This is an optimization exercise on Yosys and OpenROAD, whose aim is small area and a short achievable clock period, not a production implementation. At most, simulation tests tie the RTL to the original design; equivalence was not proved. The flow treats the clock pin as an ideal source, which a real chip does not have. Power is estimated from default activity; no workload was simulated.

## run 1
// robotSensorTop
module robotSensorTop #(
	parameter int unsigned windowCycles = 500000,
	parameter int unsigned glitchTicks = 20
) (
	input  logic clk,
	input  logic reset,
	input  logic [7-1:0] encA,
	input  logic [7-1:0] encB,
	input  logic towerA,
	input  logic laserSync,
	input  logic laserSign,
	input  logic [5-1:0] limitSwitch,
	input  logic startIn,
	input  logic boardId,
	input  logic [1:0] key,
	input  logic wbCyc,
	input  logic wbStb,
	input  logic wbWe,
	input  logic [4-1:0] wbAdr,
	input  logic [16-1:0] wbDatIn,
	output logic [16-1:0] wbDatOut,
	output logic wbAck,
	output logic [1:0] irqN
);
	localparam logic [7-1:0] invertMask = 7'b0000110;
	logic [7-1:0][16-1:0] countA;
	logic [7-1:0][16-1:0] countB;
	logic [7-1:0][16-1:0] axisSpeed;
	logic [7-1:0] axisDir;
	logic clearCounts;
	logic running;
	logic speedValid;
	logic beaconValid;
	logic towerTick;
	logic towerTurn;
	logic [16-1:0] towerSpeed;
	logic [16-1:0] beaconStart;
	logic [16-1:0] beaconEnd;
	for (genvar g = 0; g < 7; g++) begin : genAxis
		encoderChannel #(.invertDir(invertMask[g])) i_encoder (
			.clk(clk),
			.reset(reset),
			.encA(encA[g]),
			.encB(encB[g]),
			.clearCounts(clearCounts),
			.countA(countA[g]),
			.countB(countB[g]),
			.dirPositive(axisDir[g])
		);
	end
	speedSampler #(.windowCycles(windowCycles)) i_speedSampler (
		.clk(clk),
		.reset(reset),
		.countA(countA),
		.countB(countB),
		.towerTick(towerTick),
		.clearCounts(clearCounts),
		.running(running),
		.speedValid(speedValid),
		.axisSpeed(axisSpeed),
		.towerSpeed(towerSpeed)
	);
	beaconDecoder #(.glitchTicks(glitchTicks)) i_beaconDecoder (
		.clk(clk),
		.reset(reset),
		.towerA(towerA),
		.laserSync(laserSync),
		.laserSign(laserSign),
		.running(running),
		.beaconValid(beaconValid),
		.towerTick(towerTick),
		.towerTurn(towerTurn),
		.beaconStart(beaconStart),
		.beaconEnd(beaconEnd)
	);
	wbRegisterFile i_registerFile (
		.clk(clk),
		.reset(reset),
		.wbCyc(wbCyc),
		.wbStb(wbStb),
		.wbWe(wbWe),
		.wbAdr(wbAdr),
  ...
Size in the first run: about 2500 cells after synthesis, roughly 70 I/O pins.
==> flow/config.mk <==
export PLATFORM = sky130hd
export DESIGN_NAME = robotSensorTop
export DESIGN_NICKNAME = robotSensorTop
export VERILOG_FILES = /design/flow/design.v
export SDC_FILE = /design/flow/constraint.sdc
export NUM_CORES = 4
export LEC_CHECK = 0
export CAP_MARGIN = 20
export CORE_MARGIN = 2
export CORE_UTILIZATION = 40
export SETUP_SLACK_MARGIN = 1.7
export SLEW_MARGIN = 20
==> flow/constraint.sdc <==
create_clock -name core_clock -period 4.0 [get_ports {clk}]
set_input_delay 0.8000 -clock core_clock [delete_from_list [all_inputs] [get_ports {clk}]]
set_output_delay 0.8000 -clock core_clock [all_outputs]
set_load 0.01 [all_outputs]
standard.sh (not shown) runs the stock make flow with config.mk's settings and CLKGATE_MAP_FILE= SYNTH_SCRIPT=/design/flow/synth_recipe.tcl, a recipe that flattens the netlist after the stock synthesis.
==> flow/flow/run.sh <==
#!/bin/bash
# The standard layout, with the port buffers as plain buffers and sizing not tied to footprints
bash standard.sh MATCH_CELL_FOOTPRINT=0 "BUFFER_PORTS_ARGS=-buffer_cell sky130_fd_sc_hd__buf_2" finish > standard.log 2>&1
### run 1 -> run 2
Settings: swapping 40 for 65 in CORE_UTILIZATION; putting PLACE_DENSITY at 0.77 where nothing was set.
==> flow/flow/run.sh <==
#!/bin/bash
# The standard layout, with the port buffers as plain buffers, sizing not tied to
# footprints, and clock tree synthesis without dummy loads
bash standard.sh MATCH_CELL_FOOTPRINT=0 "BUFFER_PORTS_ARGS=-buffer_cell sky130_fd_sc_hd__buf_2" \
  "CTS_ARGS=-sink_clustering_enable -repair_clock_nets -dont_use_dummy_load" finish > standard.log 2>&1
Run 2 vs run 1 — initial antenna violation count dropped 1. Compared run 2 vs run 1, and CTS H-tree depth is down in run 2. The run showing the smaller global-route wire length before repair is run 2. When run 2 is measured against run 1, its clock group share of total power turns out 7.7 points lower. Compared to run 1, run 2 was floorplanned on a smaller die.
diff inputs: run 2 => run 3
Settings: a change of CORE_UTILIZATION from 65 to 40; a deleted PLACE_DENSITY that had been 0.77; a change of SETUP_SLACK_MARGIN from 1.7 to 1.75.
==> flow/run.sh (new file) <==
#!/bin/bash
# synth_recipe.tcl (not shown) runs the flow's synth.tcl, then flattens the netlist and writes it again
# the make line also repeats each setting of config.mk as NAME=value (left out here)
make -C /OpenROAD-flow-scripts/flow DESIGN_CONFIG=/design/flow/config.mk WORK_HOME=/design/flow/orfs CLKGATE_MAP_FILE= SYNTH_SCRIPT=/design/flow/synth_recipe.tcl finish
removed: flow/flow/run.sh
removed: flow/standard.sh
Compared with run 2, clock buffer count in the final layout in run 3 increased by more than half. Via count is lower on run 3. Run 3 against run 2: total die area went up, clock skew went down, cell area went up, total instance count after detailed placement went up. According to the power report, total power for run 3 is higher than for run 2. Looking at count of buffers not belonging to the clock network in the layout, run 3 sits 31 higher than run 2 does.
No run of this note included a check of the RTL's function; only the layout flow was run.

Another version of the RTL of robotSensorTop (not shown whole).
Size in the first run: ~2700 cells after synthesis, roughly 580 flip-flops, roughly 29000 sq um of cells after synthesis.
Settings: LEC_CHECK=0, CAP_MARGIN=20, CORE_MARGIN=2, CORE_UTILIZATION=40, SETUP_SLACK_MARGIN=2.0, SLEW_MARGIN=20; clock period 4.0 ns.
run.sh (not shown) runs the stock make flow with config.mk's settings and CLKGATE_MAP_FILE= SYNTH_SCRIPT=/design/flow/synth_recipe.tcl, a recipe that flattens the netlist after the stock synthesis.
Stock flow here: none of the scripts above is used.
The first run went through all stages and came out clean.
Rerun with:
SETUP_SLACK_MARGIN = unset   (was 2.0)
Result:
- via count shrinks by a few percent
- power goes down by roughly a tenth
- clock power hardly moves
- design area went down by a little under a tenth
- die area does not change
- global-route usage goes down by 1.0 points
- non-clock buffer count drops by 150
- hold slack is about the same
- maximum frequency decreases by about a fifth
- sequential cell count is unchanged
Function was not checked in any run of this note: the RTL went through the layout flow alone.

Another version of the RTL of robotSensorTop (not shown whole).
Size in the first run: about 70 I/O pins, ~27000 sq um of cells after synthesis.
clock: 4.0 ns
lec_check: 0
cap_margin: 20
core_margin: 2
core_utilization: 65
place_density: 0.77
setup_slack_margin: 1.9
slew_margin: 20
standard.sh (not shown) runs the stock make flow with config.mk's settings and CLKGATE_MAP_FILE= SYNTH_SCRIPT=/design/flow/synth_recipe.tcl, a recipe that flattens the netlist after the stock synthesis.
==> flow/flow/run.sh <==
#!/bin/bash
# The standard layout, with the port buffers as plain buffers, sizing not tied to
# footprints, clock tree synthesis without dummy loads, and extra setup repair after it
bash standard.sh MATCH_CELL_FOOTPRINT=0 "BUFFER_PORTS_ARGS=-buffer_cell sky130_fd_sc_hd__buf_2" \
  "CTS_ARGS=-sink_clustering_enable -repair_clock_nets -dont_use_dummy_load -sink_clustering_size 30 -sink_clustering_max_diameter 80" \
  POST_CTS_TCL=$(pwd)/flow/post_cts.tcl finish > standard.log 2>&1
==> flow/flow/post_cts.tcl <==
# extra setup repair after clock tree synthesis: the standard repair stops at its worst
# endpoint; a further pass that only resizes gates reaches the paths behind it
repair_timing -setup -setup_margin 2.2 -repair_tns 100 -sequence "sizeup,swap" -skip_last_gasp -verbose
detailed_placement
check_placement -verbose
Next try:
--- a/flow/flow/run.sh
+++ b/flow/flow/run.sh
@@ -5 +5 @@
-  "CTS_ARGS=-sink_clustering_enable -repair_clock_nets -dont_use_dummy_load -sink_clustering_size 30 -sink_clustering_max_diameter 80" \
+  "CTS_ARGS=-sink_clustering_enable -repair_clock_nets -dont_use_dummy_load -sink_clustering_size 25 -sink_clustering_max_diameter 60" \
==> flow/flow/post_cts.tcl (replaced) <==
# extra setup repair after clock tree synthesis: the standard repair stops at its worst
# endpoint, so repeat it, sizing up and buffering, to reach the paths behind that one
for {set i 0} {$i < 3} {incr i} {
  repair_timing -setup -setup_margin $::env(SETUP_SLACK_MARGIN) -repair_tns 100 \
    -sequence "sizeup,swap,buffer,clone,split" -verbose
}
detailed_placement
check_placement -verbose
After rerunning: Core utilization falls by 0.56 points; non-clock buffer count rose by 21; first-iteration DRC count drops by 2.8%; cell count went up by 1.1%; setup slack got worse by 0.031 ns; die area stays the same; final area came out lower by 0.77%; wire length came out higher by about 0.43%; total power increases by about 5%; clock skew went down by 0.028 ns; synthesized area is unchanged.
Next try:
--- a/flow/flow/run.sh
+++ b/flow/flow/run.sh
@@ -5 +5 @@
-  "CTS_ARGS=-sink_clustering_enable -repair_clock_nets -dont_use_dummy_load -sink_clustering_size 25 -sink_clustering_max_diameter 60" \
+  "CTS_ARGS=-sink_clustering_enable -repair_clock_nets -dont_use_dummy_load -sink_clustering_size 30 -sink_clustering_max_diameter 80" \
- SETUP_SLACK_MARGIN: 1.9 -> 1.8
- SLEW_MARGIN: 20 -> 70
After rerunning:
- routed wire length came out lower by 2.9%
- setup slack gets worse by 0.050 ns
- register-to-register slack gets worse by 0.05 ns
- total power came out lower by about 5%
- utilization came out lower by 0.86 points
- clock-buffer cell count came out lower by 10
- final area came out lower by about 1.2%
- combinational power came out higher by about 2%
- sequential share of layout area came out higher by 0.48 points
- area after synthesis does not change
Next try:
- ABC_AREA: default -> 1
- SETUP_SLACK_MARGIN: 1.8 -> 1.9
- SLEW_MARGIN: 70 -> 20
Result: Worst setup slack gets better by 0.053 ns. Wire length went up by about 18%. Clock skew climbs by 0.0081 ns. Power rose by about 4.4%. Critical path depth falls by 6.
Next try:
==> flow/flow/post_cts.tcl (replaced) <==
# extra setup repair after clock tree synthesis: the standard repair stops at its worst
# endpoint; further passes at rising margins reach the paths behind it
foreach m {2.0 2.1 2.2} {
  repair_timing -setup -setup_margin $m -repair_tns 100 -sequence "sizeup,swap,buffer" -verbose
}
detailed_placement
check_placement -verbose
- ABC_AREA: 1 -> default
Result:
- wire length went down by roughly a tenth
- first-iteration DRC count went down by roughly a tenth
- non-clock buffer count rose by 8
- design area is lower by a few percent
- combinational power shrinks by a little under a tenth
Next try:
==> flow/flow/post_cts.tcl (replaced) <==
# extra setup repair after clock tree synthesis: the standard repair stops at its worst
# endpoint, so repeat it, sizing up and buffering, to reach the paths behind that one
for {set i 0} {$i < 3} {incr i} {
  repair_timing -setup -setup_margin $::env(SETUP_SLACK_MARGIN) -repair_tns 100 \
    -sequence "sizeup,swap,buffer,clone,split" -verbose
}
detailed_placement
check_placement -verbose
- CORE_UTILIZATION: 65 -> 75
- PLACE_DENSITY: 0.77 -> 0.85
The new run finished clean.
Clock power went down by about 3%.
Register-to-register slack loses 0.03 ns.
Utilization is higher by 9.3 points.
Global-route usage went up by 3.6 points.

## old
Another version of the RTL of robotSensorTop (not shown whole).
Size in the first run: about 600 flip-flops, about 27000 um2 of cells after synthesis.
==> flow/config.mk <==
export PLATFORM = sky130hd
export DESIGN_NAME = robotSensorTop
export DESIGN_NICKNAME = robotSensorTop
export VERILOG_FILES = /design/flow/design.v
export SDC_FILE = /design/flow/constraint.sdc
export NUM_CORES = 4
export LEC_CHECK = 0
export CAP_MARGIN = 20
export CORE_MARGIN = 2
export CORE_UTILIZATION = 65
export PLACE_DENSITY = 0.77
export SETUP_SLACK_MARGIN = 1.75
export SLEW_MARGIN = 20
==> flow/constraint.sdc <==
create_clock -name core_clock -period 4.0 [get_ports {clk}]
set_input_delay 0.8000 -clock core_clock [delete_from_list [all_inputs] [get_ports {clk}]]
set_output_delay 0.8000 -clock core_clock [all_outputs]
set_load 0.01 [all_outputs]
==> flow/flow/run.sh <==
#!/bin/bash
# The standard layout, with the port buffers as plain buffers, sizing not tied to
# footprints, and clock tree synthesis without dummy loads
bash standard.sh MATCH_CELL_FOOTPRINT=0 "BUFFER_PORTS_ARGS=-buffer_cell sky130_fd_sc_hd__buf_2" \
  "CTS_ARGS=-sink_clustering_enable -repair_clock_nets -dont_use_dummy_load" finish > standard.log 2>&1
old finished all stages; the layout is clean.
Relative to old, the following input files were edited for new:
# old
export LEC_CHECK = 0
export CAP_MARGIN = 20
export CORE_MARGIN = 2
export CORE_UTILIZATION = 65
export PLACE_DENSITY = 0.77
export SETUP_SLACK_MARGIN = 1.75
export SLEW_MARGIN = 20
create_clock -name core_clock -period 4.0 [get_ports {clk}]
# new
export LEC_CHECK = 0
export CAP_MARGIN = 20
export CORE_MARGIN = 2
export CORE_UTILIZATION = 65
export PLACE_DENSITY = 0.77
export SETUP_SLACK_MARGIN = 1.9
export SLEW_MARGIN = 20
create_clock -name core_clock -period 4.0 [get_ports {clk}]
### Flow results
new has completed all stages; timing, DRC and antenna checks passed. What new reported for combinational power has to be multiplied by 0.935 to get the figure for old. Comparing old against new, there is no change at all in post-synthesis instance area. Origin of the worst setup path: wbAdr[2] -> new, wbAdr[3] -> old. [new] power density of the placed cells fell about 1.8% relative to old. Non-clock buffer count, old and new: lower on old. Lower setup slack among old and new: old. Final clock period utilization by the worst path (new over old): decrease, 0.69 points. Relative to old, final critical-path required period decreased by 0.028 ns in new. Actual transition at the worst max-transition pin came out lower on new than on old. new vs old — total wire length climbed by a few percent. Measured against each other, old and new differ in utilization, the lower figure coming from old. The standard cells in new occupy more silicon area than those in old do.

RTL: one of the versions met above, not the one the previous note started from.
Size in the first run: about 2500 cells after synthesis, about 590 flip-flops, about 70 I/O pins, ~27000 µm² of cells after synthesis.
==> flow/config.mk <==
export PLATFORM = sky130hd
export DESIGN_NAME = robotSensorTop
export DESIGN_NICKNAME = robotSensorTop
export VERILOG_FILES = /design/flow/design.v
export SDC_FILE = /design/flow/constraint.sdc
export NUM_CORES = 4
export LEC_CHECK = 0
export CAP_MARGIN = 20
export CORE_MARGIN = 2
export CORE_UTILIZATION = 40
export SETUP_SLACK_MARGIN = 1.6
export SLEW_MARGIN = 20
==> flow/constraint.sdc <==
create_clock -name core_clock -period 4.0 [get_ports {clk}]
set_input_delay 0.8000 -clock core_clock [delete_from_list [all_inputs] [get_ports {clk}]]
set_output_delay 0.8000 -clock core_clock [all_outputs]
set_load 0.01 [all_outputs]
==> flow/flow/run.sh <==
#!/bin/bash
# The standard layout, with the port buffers as plain buffers and sizing not tied to footprints
bash standard.sh MATCH_CELL_FOOTPRINT=0 "BUFFER_PORTS_ARGS=-buffer_cell sky130_fd_sc_hd__buf_2" finish > standard.log 2>&1
Edit:
==> flow/flow/run.sh (replaced) <==
#!/bin/bash
# The standard layout, with the port buffers as plain buffers, sizing not tied to
# footprints, and clock tree synthesis without dummy loads
bash standard.sh MATCH_CELL_FOOTPRINT=0 "BUFFER_PORTS_ARGS=-buffer_cell sky130_fd_sc_hd__buf_2" \
  "CTS_ARGS=-sink_clustering_enable -repair_clock_nets -dont_use_dummy_load" finish > standard.log 2>&1
CORE_UTILIZATION = 55   (was 40)
PLACE_DENSITY = 0.67   (was default)
SETUP_SLACK_MARGIN = 1.7   (was 1.6)
The new run went through all stages and came out clean.
Die area fell by 27%.
Hold slack got worse by 0.0084 ns.
Wire length fell by 4.7%.
Utilization rose by 16 points.
Final cell count fell by 8.5%.
Area after synthesis is unchanged.
Power fell by 11%.
Fmax rose by 1.6%.
No run of this note included a check of the RTL's function; only the layout flow was run.

RTL: one of the versions met above, not the one the previous note started from.
Size: about 600 flip-flops, about 70 I/O pins.
==> flow/design.v (excerpt) <==
module robotSensorTop #(
	parameter int unsigned windowCycles = 500000,
	parameter int unsigned glitchTicks = 20
) (
	input  logic clk,
	input  logic reset,
	input  logic [7-1:0] encA,
	input  logic [7-1:0] encB,
	input  logic towerA,
	input  logic laserSync,
	input  logic laserSign,
	input  logic [5-1:0] limitSwitch,
	input  logic startIn,
	input  logic boardId,
	input  logic [1:0] key,
	input  logic wbCyc,
	input  logic wbStb,
	input  logic wbWe,
	input  logic [4-1:0] wbAdr,
	input  logic [16-1:0] wbDatIn,
	output logic [16-1:0] wbDatOut,
	output logic wbAck,
	output logic [1:0] irqN
);
Settings: LEC_CHECK=0, CAP_MARGIN=20, CORE_MARGIN=2, CORE_UTILIZATION=65, PLACE_DENSITY=0.77, SETUP_SLACK_MARGIN=1.8, SLEW_MARGIN=20; clock period 4.0 ns.
==> flow/flow/run.sh <==
#!/bin/bash
# The standard layout, with the port buffers as plain buffers, sizing not tied to
# footprints, clock tree synthesis without dummy loads, and extra setup repair after it
bash standard.sh MATCH_CELL_FOOTPRINT=0 "BUFFER_PORTS_ARGS=-buffer_cell sky130_fd_sc_hd__buf_2" \
  "CTS_ARGS=-sink_clustering_enable -repair_clock_nets -dont_use_dummy_load -sink_clustering_size 30 -sink_clustering_max_diameter 80" \
  POST_CTS_TCL=$(pwd)/flow/post_cts.tcl finish > standard.log 2>&1
==> flow/flow/post_cts.tcl <==
# extra setup repair after clock tree synthesis: the standard repair stops at its worst
# endpoint, so repeat it, sizing up and buffering, to reach the paths behind that one
for {set i 0} {$i < 3} {incr i} {
  repair_timing -setup -setup_margin $::env(SETUP_SLACK_MARGIN) -repair_tns 100 \
    -sequence "sizeup,swap,buffer,clone,split" -verbose
}
detailed_placement
check_placement -verbose
The starting point completed without violations.
Rerun with:
--- a/flow/config.mk
+++ b/flow/config.mk
@@ -12 +12 @@
-export SETUP_SLACK_MARGIN = 1.8
+export SETUP_SLACK_MARGIN = 1.9
=>
- The new run finished with timing, DRC and antenna clean
- synthesized cell count does not change
- sequential power barely changes
- clock skew increases by 0.034 ns
- clock power decreases by about 3%
Rerun with:
==> flow/flow/run.sh (replaced) <==
#!/bin/bash
# The standard layout, with the port buffers as plain buffers, sizing not tied to
# footprints, and clock tree synthesis without dummy loads
bash standard.sh MATCH_CELL_FOOTPRINT=0 "BUFFER_PORTS_ARGS=-buffer_cell sky130_fd_sc_hd__buf_2" \
  "CTS_ARGS=-sink_clustering_enable -repair_clock_nets -dont_use_dummy_load" finish > standard.log 2>&1
--- a/flow/config.mk
+++ b/flow/config.mk
@@ -12 +12 @@
-export SETUP_SLACK_MARGIN = 1.9
+export SETUP_SLACK_MARGIN = 1.8
removed: flow/flow/post_cts.tcl
Clock skew went down by 0.023 ns; routed wire length went up by 1.4%; utilization went up by 0.97 points; power went up by 15%; combinational power went down by about 2%; clock-buffer cell count went up by 30; setup slack loses 0.034 ns; fmax went down by about 1.6%.
Rerun with:
==> flow/flow/run.sh (replaced) <==
#!/bin/bash
# The standard layout, with the port buffers as plain buffers, sizing not tied to
# footprints, clock tree synthesis without dummy loads, and extra setup repair after it
bash standard.sh MATCH_CELL_FOOTPRINT=0 "BUFFER_PORTS_ARGS=-buffer_cell sky130_fd_sc_hd__buf_2" \
  "CTS_ARGS=-sink_clustering_enable -repair_clock_nets -dont_use_dummy_load -sink_clustering_size 40 -sink_clustering_max_diameter 60" \
  POST_CTS_TCL=$(pwd)/flow/post_cts.tcl finish > standard.log 2>&1
==> flow/flow/post_cts.tcl (new file) <==
# extra setup repair after clock tree synthesis: the standard repair stops at its worst
# endpoint, so repeat it, sizing up and buffering, to reach the paths behind that one
for {set i 0} {$i < 3} {incr i} {
  repair_timing -setup -setup_margin $::env(SETUP_SLACK_MARGIN) -repair_tns 100 \
    -sequence "sizeup,swap,buffer,clone,split" -verbose
}
detailed_placement
check_placement -verbose
--- a/flow/config.mk
+++ b/flow/config.mk
@@ -12 +12 @@
-export SETUP_SLACK_MARGIN = 1.8
+export SETUP_SLACK_MARGIN = 1.9
First-iteration DRC count is higher by 11%.
Setup slack gains 0.0092 ns.
Final cell count climbs by 0.36%.
Cell area is about the same.

[separate check: timing with driven ports]
The flow's constraints put no driver on any port. The routed layouts listed below were extracted and timed again, unchanged, in two steps. Step 1 sets driving cells, clkbuf_16 on the clock port and buf_2 on the other inputs (assumed; they add their load-dependent delay and slew). Step 2 times the ports against the registers' clock, not the clock port: input delays grow and output delays shrink by t, the midpoint of the rising clock arrivals with the driver on. Three values: ideal ports, drivers, drivers and shift; two values: the first two.
run | t (ns) | setup slack, ns | hold WS [ns] | pins driven straight from the clock port
run 1 | 0.665 | 1.682 / 1.682 / 1.138 | 0.289 / 0.249 / 0.347 | 1
run 2 | 0.653 | 1.657 / 1.657 / 1.195 | 0.228 / 0.193 / 0.342 | 1
run 3 | 0.672 | 1.644 / 1.644 / 1.109 | 0.345 / 0.345 / 0.345 | 1
the first run of note 2 | 0.664 | 1.723 / 1.723 / 1.406 | 0.345 / 0.345 / 0.345 | 1
the second run of note 2 | 0.675 | 1.343 / 1.333 / 0.658 | 0.345 / 0.345 / 0.345 | 1
the first run of note 3 | 0.643 | 1.880 / 1.880 / 1.495 | 0.267 / 0.230 / 0.352 | 1
the second run of note 3 | 0.617 | 1.849 / 1.849 / 1.422 | 0.317 / 0.284 / 0.319 | 1
the third run of note 3 | 0.638 | 1.798 / 1.798 / 1.486 | 0.079 / 0.043 / 0.310 | 1
the fourth run of note 3 | 0.619 | 1.851 / 1.790 / 1.481 | 0.307 / 0.271 / 0.342 | 1
the fifth run of note 3 | 0.637 | 1.889 / 1.889 / 1.545 | 0.272 / 0.237 / 0.352 | 1
the sixth run of note 3 | 0.634 | 1.858 / 1.858 / 1.336 | 0.264 / 0.238 / 0.352 | 1
old | 0.655 | 1.807 / 1.808 / 1.158 | 0.200 / 0.156 / 0.340 | 1
new | 0.653 | 1.834 / 1.842 / 1.200 | 0.204 / 0.162 / 0.341 | 1
the first run of note 5 | 0.674 | 1.613 / 1.613 / 1.032 | 0.276 / 0.233 / 0.346 | 1
the second run of note 5 | 0.663 | 1.652 / 1.652 / 1.279 | 0.268 / 0.236 / 0.341 | 1
the first run of note 6 | 0.643 | 1.845 / 1.845 / 1.442 | 0.291 / 0.263 / 0.343 | 1
the second run of note 6 | 0.643 | 1.870 / 1.870 / 1.368 | 0.270 / 0.235 / 0.351 | 1
the third run of note 6 | 0.651 | 1.836 / 1.836 / 1.379 | 0.275 / 0.246 / 0.310 | 1
the fourth run of note 6 | 0.619 | 1.845 / 1.845 / 1.371 | 0.308 / 0.271 / 0.323 | 1
After both steps setup and hold are still met in every run listed. For the second run of note 2, which loses most, drivers alone change the setup slack by -0.010 ns; drivers and shift together by -0.685 ns.
